What follows belongs to an exercise in optimizing a design on an open flow for small area and a short achievable clock period; a production flow would make more cautious choices.
RTL that was checked went through simulation tests only; none was proved equivalent to the original.
Power and IR drop assume default switching activity.

Design fairq_top, start of the top module:
module fairq_top (
   input  logic                   clk,
   input  logic                   reset,
   input  logic                   in_wr,
   input  fairq_pkg::ctrl_t       in_ctrl,
   input  fairq_pkg::data_word_t  in_data,
   input  logic                   rd_dst_addr,
   input  fairq_pkg::queue_idx_t  dst_oq,
   input  fairq_pkg::sram_addr_t  dst_oq_high_addr,
   input  fairq_pkg::sram_addr_t  dst_oq_low_addr,
   output logic                   out_wr,
   output fairq_pkg::ctrl_t       out_ctrl,
   output fairq_pkg::data_word_t  out_data
);
For scale: roughly 2,500 cells after synthesis, ~730 flip-flops, ~190 I/O pins, ~31,000 um^2 of cells after synthesis.
==> module fairq_eac_carry, before the edit <==
module fairq_eac_carry (
   input  logic [15:0] a,
   input  logic [15:0] b,
   output logic [15:0] c
);
   logic [15:0] g [5];
   logic [15:0] p [5];
   assign g[0] = a & b;
   assign p[0] = a | b;
   for (genvar l = 0; l < 4; l++) begin : g_level
      for (genvar i = 0; i < 16; i++) begin : g_bit
         assign g[l+1][i] = g[l][i] | (p[l][i] & g[l][(i+16-(1<<l))%16]);
         if (l < 3) begin : g_prop
            assign p[l+1][i] = p[l][i] & p[l][(i+16-(1<<l))%16];
         end else begin : g_noprop
            assign p[l+1][i] = 1'b0;
         end
      end
   end
   assign c = {g[4][14:0], g[4][15]};
endmodule
==> module fairq_window_rewriter, before the edit <==
module fairq_window_rewriter (
   input  logic                    clk,
   input  logic                    reset,
   input  logic                    clear,
   input  logic                    in_wr,
   input  fairq_pkg::ctrl_t        in_ctrl,
   input  fairq_pkg::data_word_t   in_data,
   input  logic                    rewrite_word,
   input  fairq_pkg::queue_idx_t   src_queue,
   input  logic                    port_free,
   output fairq_pkg::queue_idx_t   div_queue,
   output fairq_pkg::queue_idx_t   div_queue_next,
   input  logic                    port_live,
   input  logic [16:0]             port_cap4,
   input  fairq_pkg::flow_count_t  port_open,
   input  fairq_pkg::flow_count_t  port_diff,
   output logic                    out_wr,
   output fairq_pkg::ctrl_t        out_ctrl,
   output fairq_pkg::data_word_t   out_data
);
   localparam logic [3:0] LAST = 4'd15;
   logic [3:0]    step_count;
   logic [15:0]   divisor;
   logic [15:0]   remainder;
   logic [12:0]   quotient;
   logic          live_s;
   logic          sat;
   logic          open_ge;
   logic [15:0]   unused_open_d;
   logic          diff_ok;
   logic          diff_ok_r;
   logic [16:0]   part;
   logic [16:0]   dif;
   logic          ge;
   logic          sat_lo;
   logic [3:0]    unused_sat_d;
   logic [12:0]   code;
   fairq_sub #(.W(16)) u_flows (
      .a  (port_open),
      .b  (port_diff),
      .d  (unused_open_d),
      .ge (open_ge)
   );
   assign diff_ok = (port_diff != 16'd0) && open_ge;
   fairq_sub #(.W(4)) u_sat (
      .a  (remainder[3:0]),
      .b  (divisor[3:0]),
      .d  (unused_sat_d),
      .ge (sat_lo)
   );
   assign part = {remainder, quotient[12]};
   fairq_sub #(.W(17)) u_step (
      .a  (part),
      .b  ({1'b0, divisor}),
      .d  (dif),
      .ge (ge)
   );
   always_ff @(posedge clk) begin
      if (reset || clear) begin
         step_count <= 4'd0;
      end else if (step_count == 4'd0) begin
         if (port_free) step_count <= 4'd1;
      end else if (step_count == LAST) begin
         step_count <= 4'd0;
      end else begin
         step_count <= step_count + 4'd1;
      end
   end
   assign div_queue_next = reset ? 3'd0 :
                           (step_count == LAST) ? div_queue + 3'd1 : div_queue;
   always_ff @(posedge clk) begin
      div_queue <= div_queue_next;
   end
   always_ff @(posedge clk) begin
      if (step_count == 4'd0) begin
         live_s    <= port_live;
         diff_ok_r <= diff_ok;
         divisor   <= port_diff;
         remainder <= {12'd0, port_cap4[16:13]};
         quotient  <= port_cap4[12:0];
      end else if (step_count == 4'd1) begin
         if (!diff_ok_r) divisor <= 16'd1;
      end else if (step_count != LAST) begin
         if (step_count == 4'd2)
            sat <= (divisor[15:4] == 12'd0) && sat_lo;
         remainder <= ge ? dif[15:0] : part[15:0];
         quotient  <= {quotient[11:0], ge};
      end
   end
   always_comb begin
      if (!live_s)                     code = 13'd0;
      else if (sat)                    code = 13'd1;
      else if (quotient[12:8] == 5'd0) code = 13'h100;
      else                             code = quotient;
   end
   logic [12:0]   win_code [8];
   logic [12:0]   code_bus;
   logic [12:0]   src_code;
   assign code_bus = clear ? 13'd0 : code;
   for (genvar q = 0; q < 8; q++) begin : g_code
      always_ff @(posedge clk) begin
         if (clear || (step_count == LAST && div_queue == 3'(q)))
            win_code[q] <= code_bus;
      end
   end
   assign src_code = win_code[src_queue];
   logic                  has_share;
   fairq_pkg::window_t    new_window;
   fairq_pkg::window_t    new_window_n;
   always_ff @(posedge clk) begin
      has_share    <= (src_code != 13'd0);
      new_window   <= (src_code[12:8] == 5'd0) ? 16'hFFFF : {src_code, 3'b000};
      new_window_n <= (src_code[12:8] == 5'd0) ? 16'h0000 : ~{src_code, 3'b000};
   end
   fairq_pkg::window_t    old_window;
   fairq_pkg::window_t    old_checksum;
   fairq_pkg::window_t    csa_sum;
   fairq_pkg::window_t    csa_carry;
   assign old_window   = in_data[63:48];
   assign old_checksum = in_data[47:32];
   logic [15:0]           csa_rot;
   logic [15:0]           ck_carry;
   logic [15:0]           ck_half;
   logic                  rewrite;
   fairq_pkg::window_t    ck_part;
   fairq_pkg::window_t    ck_carry_r;
   assign csa_sum   = old_window ^ (old_checksum ^ new_window);
   assign csa_carry = (new_window & ~(old_window & old_checksum)) |
                      (new_window_n & ~(old_window | old_checksum));
   assign csa_rot   = {csa_carry[14:0], csa_carry[15]};
   fairq_eac_carry u_ck (
      .a (csa_sum),
      .b (csa_rot),
      .c (ck_carry)
   );
   assign ck_half = old_window ^ (old_checksum ^ (new_window ^ csa_rot));
   assign rewrite = rewrite_word && has_share;
   always_ff @(posedge clk) begin
      if (reset) out_wr <= 1'b0;
      else       out_wr <= in_wr;
   end
   fairq_pkg::window_t    out_window;
   logic [31:0]           out_low;
   always_ff @(posedge clk) begin
      out_ctrl   <= in_ctrl;
      out_window <= rewrite ? new_window : old_window;
      out_low    <= in_data[31:0];
      ck_part    <= rewrite ? ~ck_half : old_checksum;
      ck_carry_r <= rewrite ? ck_carry : 16'd0;
   end
   assign out_data = {out_window, ck_part ^ ck_carry_r, out_low};
endmodule
Settings: LEC_CHECK=0, CAP_MARGIN=20, CORE_MARGIN=2, CORE_UTILIZATION=40, CTS_CLUSTER_DIAMETER=150, CTS_CLUSTER_SIZE=20, SLEW_MARGIN=20; clock period 8.5 ns.
standard.sh (not shown) runs the stock make flow with config.mk's settings and CLKGATE_MAP_FILE= SYNTH_SCRIPT=/design/flow/synth_recipe.tcl, a recipe that flattens the netlist after the stock synthesis.
==> flow/flow/run.sh <==
#!/bin/bash
# The standard layout (standard.sh, unchanged synthesis and steps) with two
# knobs the flow settings cannot reach: port buffers are buf_2 cells instead
# of the default delay cells, and timing repair aims for a larger setup slack.
# make's output goes to flow.log here; each ORFS step keeps its own log under
# orfs/logs/.
set -euo pipefail
export BUFFER_PORTS_ARGS="-buffer_cell sky130_fd_sc_hd__buf_2"
export SETUP_SLACK_MARGIN=5.3
bash standard.sh > flow.log 2>&1
Rerun with:
--- a/flow/design.v
+++ b/flow/design.v
@@ -184,17 +184,19 @@
    end
    assign d  = x ^ {g[L][W-2:0], 1'b1};
    assign ge = g[L][W-1];
 endmodule
-module fairq_eac_carry (
+module fairq_eac_add (
    input  logic [15:0] a,
    input  logic [15:0] b,
-   output logic [15:0] c
+   output logic [15:0] s
 );
+   logic [15:0] x;
    logic [15:0] g [5];
    logic [15:0] p [5];
+   assign x    = a ^ b;
    assign g[0] = a & b;
-   assign p[0] = a | b;
+   assign p[0] = x;
    for (genvar l = 0; l < 4; l++) begin : g_level
       for (genvar i = 0; i < 16; i++) begin : g_bit
          assign g[l+1][i] = g[l][i] | (p[l][i] & g[l][(i+16-(1<<l))%16]);
          if (l < 3) begin : g_prop
@@ -203,9 +205,9 @@
             assign p[l+1][i] = 1'b0;
          end
       end
    end
-   assign c = {g[4][14:0], g[4][15]};
+   assign s = x ^ {g[4][14:0], g[4][15]};
 endmodule
 module fairq_window_rewriter (
    input  logic                    clk,
    input  logic                    reset,
@@ -313,51 +315,38 @@
    end
    assign src_code = win_code[src_queue];
    logic                  has_share;
    fairq_pkg::window_t    new_window;
-   fairq_pkg::window_t    new_window_n;
    always_ff @(posedge clk) begin
-      has_share    <= (src_code != 13'd0);
-      new_window   <= (src_code[12:8] == 5'd0) ? 16'hFFFF : {src_code, 3'b000};
-      new_window_n <= (src_code[12:8] == 5'd0) ? 16'h0000 : ~{src_code, 3'b000};
+      has_share  <= (src_code != 13'd0);
+      new_window <= (src_code[12:8] == 5'd0) ? 16'hFFFF : {src_code, 3'b000};
    end
    fairq_pkg::window_t    old_window;
    fairq_pkg::window_t    old_checksum;
    fairq_pkg::window_t    csa_sum;
    fairq_pkg::window_t    csa_carry;
+   fairq_pkg::window_t    ck_sum;
+   fairq_pkg::data_word_t data_next;
    assign old_window   = in_data[63:48];
    assign old_checksum = in_data[47:32];
-   logic [15:0]           csa_rot;
-   logic [15:0]           ck_carry;
-   logic [15:0]           ck_half;
-   logic                  rewrite;
-   fairq_pkg::window_t    ck_part;
-   fairq_pkg::window_t    ck_carry_r;
-   assign csa_sum   = old_window ^ (old_checksum ^ new_window);
-   assign csa_carry = (new_window & ~(old_window & old_checksum)) |
-                      (new_window_n & ~(old_window | old_checksum));
-   assign csa_rot   = {csa_carry[14:0], csa_carry[15]};
-   fairq_eac_carry u_ck (
+   assign csa_sum   = old_window ^ old_checksum ^ new_window;
+   assign csa_carry = (~old_window & ~old_checksum) | (~old_window & new_window) |
+                      (~old_checksum & new_window);
+   fairq_eac_add u_ck (
       .a (csa_sum),
-      .b (csa_rot),
-      .c (ck_carry)
+      .b ({csa_carry[14:0], csa_carry[15]}),
+      .s (ck_sum)
    );
-   assign ck_half = old_window ^ (old_checksum ^ (new_window ^ csa_rot));
-   assign rewrite = rewrite_word && has_share;
+   assign data_next = (rewrite_word && has_share) ?
+                      {new_window, ~ck_sum, in_data[31:0]} : in_data;
    always_ff @(posedge clk) begin
       if (reset) out_wr <= 1'b0;
       else       out_wr <= in_wr;
    end
-   fairq_pkg::window_t    out_window;
-   logic [31:0]           out_low;
    always_ff @(posedge clk) begin
-      out_ctrl   <= in_ctrl;
-      out_window <= rewrite ? new_window : old_window;
-      out_low    <= in_data[31:0];
-      ck_part    <= rewrite ? ~ck_half : old_checksum;
-      ck_carry_r <= rewrite ? ck_carry : 16'd0;
+      out_ctrl <= in_ctrl;
+      out_data <= data_next;
    end
-   assign out_data = {out_window, ck_part ^ ck_carry_r, out_low};
 endmodule
 `default_nettype wire
 `timescale 1ns/1ps
 `default_nettype none
Outcome: Utilization came out lower by 0.45 points; non-clock buffer count came out lower by 23; total power came out lower by 3.4%; area after synthesis came out lower by 3.6%; clock-buffer cell count came out lower by 1; routed wire length came out lower by 7.1%; clock skew came out higher by 0.0040 ns; final cell count came out lower by 6.8%; maximum frequency hardly moves; combinational power came out higher by about 0.9%; sequential power came out lower by about 4%.
The RTL of the first run of this note was laid out without a check of its function.

---

green:
fairq_top, a different RTL version from the one above (not shown whole).
Size in the first run: about 2,300 cells after synthesis, ~190 I/O pins, roughly 30,000 um^2 of cells after synthesis.
==> flow/design.v (excerpt) <==
module fairq_top (
   input  logic                   clk,
   input  logic                   reset,
   input  logic                   in_wr,
   input  fairq_pkg::ctrl_t       in_ctrl,
   input  fairq_pkg::data_word_t  in_data,
   input  logic                   rd_dst_addr,
   input  fairq_pkg::queue_idx_t  dst_oq,
   input  fairq_pkg::sram_addr_t  dst_oq_high_addr,
   input  fairq_pkg::sram_addr_t  dst_oq_low_addr,
   output logic                   out_wr,
   output fairq_pkg::ctrl_t       out_ctrl,
   output fairq_pkg::data_word_t  out_data
);
   logic                      ev_open;
   logic                      ev_close;
   logic                      header_word;
   logic                      rewrite_word;
   fairq_pkg::queue_idx_t     src_queue;
   fairq_pkg::queue_idx_t     dst_queue;
   fairq_pkg::sram_addr_t     new_capacity;
   logic                      unused_cap_ge;
   logic                      clear;
   logic                      cfg_valid;
   fairq_pkg::queue_idx_t     cfg_queue;
   logic [16:0]               cfg_cap4;
  ...
==> module fairq_top, before the edit <==
module fairq_top (
   input  logic                   clk,
   input  logic                   reset,
   input  logic                   in_wr,
   input  fairq_pkg::ctrl_t       in_ctrl,
   input  fairq_pkg::data_word_t  in_data,
   input  logic                   rd_dst_addr,
   input  fairq_pkg::queue_idx_t  dst_oq,
   input  fairq_pkg::sram_addr_t  dst_oq_high_addr,
   input  fairq_pkg::sram_addr_t  dst_oq_low_addr,
   output logic                   out_wr,
   output fairq_pkg::ctrl_t       out_ctrl,
   output fairq_pkg::data_word_t  out_data
);
   logic                      ev_open;
   logic                      ev_close;
   logic                      header_word;
   logic                      rewrite_word;
   fairq_pkg::queue_idx_t     src_queue;
   fairq_pkg::queue_idx_t     dst_queue;
   fairq_pkg::sram_addr_t     new_capacity;
   logic                      unused_cap_ge;
   logic                      clear;
   logic                      cfg_valid;
   fairq_pkg::queue_idx_t     cfg_queue;
   logic [16:0]               cfg_cap4;
   logic                      cfg_nz;
   logic [8-1:0] lane_live;
   logic [16:0]               lane_cap4  [8];
   fairq_pkg::flow_count_t    lane_open  [8];
   fairq_pkg::flow_count_t    lane_diff  [8];
   fairq_pkg::queue_idx_t     div_queue;
   fairq_pkg::queue_idx_t     div_queue_next;
   fairq_pkg::queue_idx_t     sel_next;
   fairq_pkg::queue_mask_t    sel_hot;
   logic                      a_next;
   logic                      b_next;
   fairq_pkg::queue_idx_t     b_queue_next;
   logic                      port_free;
   logic                      sel_live;
   logic [16:0]               sel_cap4;
   fairq_pkg::flow_count_t    sel_open;
   fairq_pkg::flow_count_t    sel_diff;
   logic                      a_open;
   logic                      b_open_early;
   logic                      b_close_early;
   logic                      b_open;
   logic                      b_close;
   fairq_pkg::queue_idx_t     b_queue;
   logic                      do_open;
   logic                      do_close;
   logic [16:0]               cap_bus;
   fairq_pkg::flow_count_t    open_bus;
   fairq_pkg::flow_count_t    diff_bus;
   fairq_pkg::flow_count_t    diff_next;
   fairq_header_parser u_parser (
      .clk           (clk),
      .reset         (reset),
      .in_wr         (in_wr),
      .in_ctrl       (in_ctrl),
      .in_data       (in_data),
      .ev_open       (ev_open),
      .ev_close      (ev_close),
      .dst_queue     (dst_queue),
      .header_word   (header_word),
      .rewrite_word  (rewrite_word),
      .src_queue     (src_queue)
   );
   always_ff @(posedge clk) begin
      if (reset) begin
         a_open        <= 1'b0;
         b_open_early  <= 1'b0;
         b_close_early <= 1'b0;
         b_open        <= 1'b0;
         b_close       <= 1'b0;
      end else begin
         a_open        <= ev_open;
         b_open_early  <= ev_open;
         b_close_early <= ev_close;
         b_open        <= b_open_early;
         b_close       <= b_close_early;
      end
   end
   assign b_queue_next = (ev_open || ev_close) ? dst_queue : b_queue;
   always_ff @(posedge clk) begin
      b_queue <= b_queue_next;
   end
   assign port_free = !(a_open || b_open || b_close);
   assign a_next    = ev_open && !reset;
   assign b_next    = b_open_early || b_close_early;
   always_comb begin
      if (a_next)      sel_next = src_queue;
      else if (b_next) sel_next = b_queue_next;
      else             sel_next = div_queue_next;
   end
   always_ff @(posedge clk) begin
      sel_hot <= 8'd1 << sel_next;
   end
   always_comb begin
      sel_live = 1'b0;
      sel_cap4 = '0;
      sel_open = '0;
      sel_diff = '0;
      for (int q = 0; q < 8; q++) begin
         sel_live = sel_live | (sel_hot[q] & lane_live[q]);
         sel_cap4 = sel_cap4 | ({17{sel_hot[q]}} & lane_cap4[q]);
         sel_open = sel_open | ({16{sel_hot[q]}} & lane_open[q]);
         sel_diff = sel_diff | ({16{sel_hot[q]}} & lane_diff[q]);
      end
   end
   assign do_open  = a_open || b_open;
   assign do_close = b_close;
   fairq_pkg::flow_count_t    open_p1;
   fairq_pkg::flow_count_t    diff_p1;
   fairq_pkg::flow_count_t    diff_m1;
   fairq_step #(.W(16)) u_open_p1 (.x(sel_open), .down(1'b0), .y(open_p1));
   fairq_step #(.W(16)) u_diff_p1 (.x(sel_diff), .down(1'b0), .y(diff_p1));
   fairq_step #(.W(16)) u_diff_m1 (.x(sel_diff), .down(1'b1), .y(diff_m1));
   always_comb begin
      if (do_open && do_close) diff_next = sel_diff;
      else if (do_open)        diff_next = diff_p1;
      else                     diff_next = diff_m1;
   end
   assign open_bus = clear ? 16'd0 : open_p1;
   assign diff_bus = clear ? 16'd0 : diff_next;
   fairq_sub #(.W(19)) u_cap (
      .a  (dst_oq_high_addr),
      .b  (dst_oq_low_addr),
      .d  (new_capacity),
      .ge (unused_cap_ge)
   );
   always_ff @(posedge clk) begin
      clear     <= reset;
      cfg_valid <= rd_dst_addr && !reset;
      cfg_queue <= dst_oq;
      cfg_cap4  <= new_capacity[18:2];
      cfg_nz    <= (dst_oq_high_addr != dst_oq_low_addr);
   end
   assign cap_bus = clear ? 17'd0 : cfg_cap4;
   for (genvar q = 0; q < 8; q++) begin : g_lane
      logic cap_hit, open_hit, close_hit;
      assign cap_hit   = cfg_valid && (cfg_queue == 3'(q));
      assign open_hit  = do_open && sel_hot[q];
      assign close_hit = do_close && sel_hot[q];
      fairq_queue_lane u_lane (
         .clk         (clk),
         .reset       (clear),
         .cap_en      (clear || cap_hit),
         .cap_bus     (cap_bus),
         .open_en     (clear || open_hit),
         .open_bus    (open_bus),
         .diff_en     (clear || open_hit || close_hit),
         .diff_bus    (diff_bus),
         .set_live    ((cap_hit && cfg_nz) || open_hit || close_hit),
         .live        (lane_live[q]),
         .cap4        (lane_cap4[q]),
         .open_count  (lane_open[q]),
         .flow_diff   (lane_diff[q])
      );
   end
   fairq_window_rewriter u_rewriter (
      .clk          (clk),
      .reset        (reset),
      .clear        (clear),
      .in_wr        (in_wr),
      .in_ctrl      (in_ctrl),
      .in_data      (in_data),
      .rewrite_word (rewrite_word),
      .src_queue    (src_queue),
      .port_free    (port_free),
      .div_queue    (div_queue),
      .div_queue_next (div_queue_next),
      .port_live    (sel_live),
      .port_cap4    (sel_cap4),
      .port_open    (sel_open),
      .port_diff    (sel_diff),
      .out_wr       (out_wr),
      .out_ctrl     (out_ctrl),
      .out_data     (out_data)
   );
endmodule
Settings: LEC_CHECK=0, CAP_MARGIN=20, CORE_MARGIN=2, CORE_UTILIZATION=40, CTS_CLUSTER_DIAMETER=180, CTS_CLUSTER_SIZE=26, SLEW_MARGIN=20, TNS_END_PERCENT=0; clock period 8.5 ns.
==> flow/flow/run.sh <==
#!/bin/bash
# The standard layout (standard.sh, unchanged synthesis and steps) with two
# knobs the flow settings cannot reach: port buffers are buf_1 cells instead
# of the default delay cells, and timing repair aims for a larger setup slack.
# make's output goes to flow.log here; each ORFS step keeps its own log under
# orfs/logs/.
set -euo pipefail
export BUFFER_PORTS_ARGS="-buffer_cell sky130_fd_sc_hd__buf_1"
export SETUP_SLACK_MARGIN=6.0
bash standard.sh > flow.log 2>&1
Input changes introduced in purple (baseline for comparison: green):
--- a/flow/design.v
+++ b/flow/design.v
@@ -393,10 +393,11 @@
    fairq_pkg::flow_count_t    lane_diff  [8];
    fairq_pkg::queue_idx_t     div_queue;
    fairq_pkg::queue_idx_t     div_queue_next;
    fairq_pkg::queue_idx_t     sel_next;
    fairq_pkg::queue_mask_t    sel_hot;
+   fairq_pkg::queue_mask_t    div_hot;
    logic                      a_next;
    logic                      b_next;
    fairq_pkg::queue_idx_t     b_queue_next;
    logic                      port_free;
    logic                      sel_live;
@@ -455,19 +456,20 @@
       else if (b_next) sel_next = b_queue_next;
       else             sel_next = div_queue_next;
    end
    always_ff @(posedge clk) begin
       sel_hot <= 8'd1 << sel_next;
+      div_hot <= 8'd1 << div_queue_next;
    end
    always_comb begin
       sel_live = 1'b0;
       sel_cap4 = '0;
       sel_open = '0;
       sel_diff = '0;
       for (int q = 0; q < 8; q++) begin
-         sel_live = sel_live | (sel_hot[q] & lane_live[q]);
-         sel_cap4 = sel_cap4 | ({17{sel_hot[q]}} & lane_cap4[q]);
+         sel_live = sel_live | (div_hot[q] & lane_live[q]);
+         sel_cap4 = sel_cap4 | ({17{div_hot[q]}} & lane_cap4[q]);
          sel_open = sel_open | ({16{sel_hot[q]}} & lane_open[q]);
          sel_diff = sel_diff | ({16{sel_hot[q]}} & lane_diff[q]);
       end
    end
    assign do_open  = a_open || b_open;
Results
Comparing sequential cell count of the final layout for green and purple, the bigger number came from purple. On sequential element share of the synthesized area, the higher figure sits with purple, not green. green and purple ended up with nearly the same required time at the worst-slack endpoint. Diff green -> purple: average size of a mapped cell did not really move; count of clock-buffer cells in the layout went up; non-clock buffer count went down. Delta (purple minus green): initial antenna violation count -3; measured slew at the worst slew-check pin went down 37 ps.
The RTL of purple was laid out without a check of its function.

==> what the ideal ports hide <==
Ports are ideal in the flow. The routed layouts listed here were re-timed in OpenROAD.
Step 1 (the two cells are an assumption about what drives the block):
set clk [get_ports {clk}]
set_driving_cell -lib_cell sky130_fd_sc_hd__clkbuf_16 $clk
set_driving_cell -lib_cell sky130_fd_sc_hd__buf_2 [delete_from_list [all_inputs] $clk]
Step 2 moves the port delays by t, midway between the first and last clock arrival at a register: inputs arrive t later, outputs are due t later. That takes back most of the time a late clock gives input paths.
Slacks: ideal / step 1 / step 2; pairs: ideal / step 1.
| run | t (ns) | setup WS [ns] | worst hold slack (ns) | pins driven straight from the clock port |
|---|---|---|---|---|
| the first run of note 1 | 0.659 | 5.165 / 5.183 / 4.524 | 0.479 / 0.479 / 0.479 | 1 |
| the second run of note 1 | 0.657 | 5.170 / 5.192 / 4.535 | 0.479 / 0.479 / 0.479 | 1 |
| green | 0.702 | 5.347 / 5.348 / 4.690 | 0.495 / 0.495 / 0.495 | 1 |
| purple | 0.693 | 5.179 / 5.218 / 4.525 | 0.495 / 0.495 / 0.495 | 1 |
After both steps setup and hold are still met in every run listed. For green, which loses most, drivers alone change the setup slack by +0.001 ns; drivers and shift together by -0.657 ns.
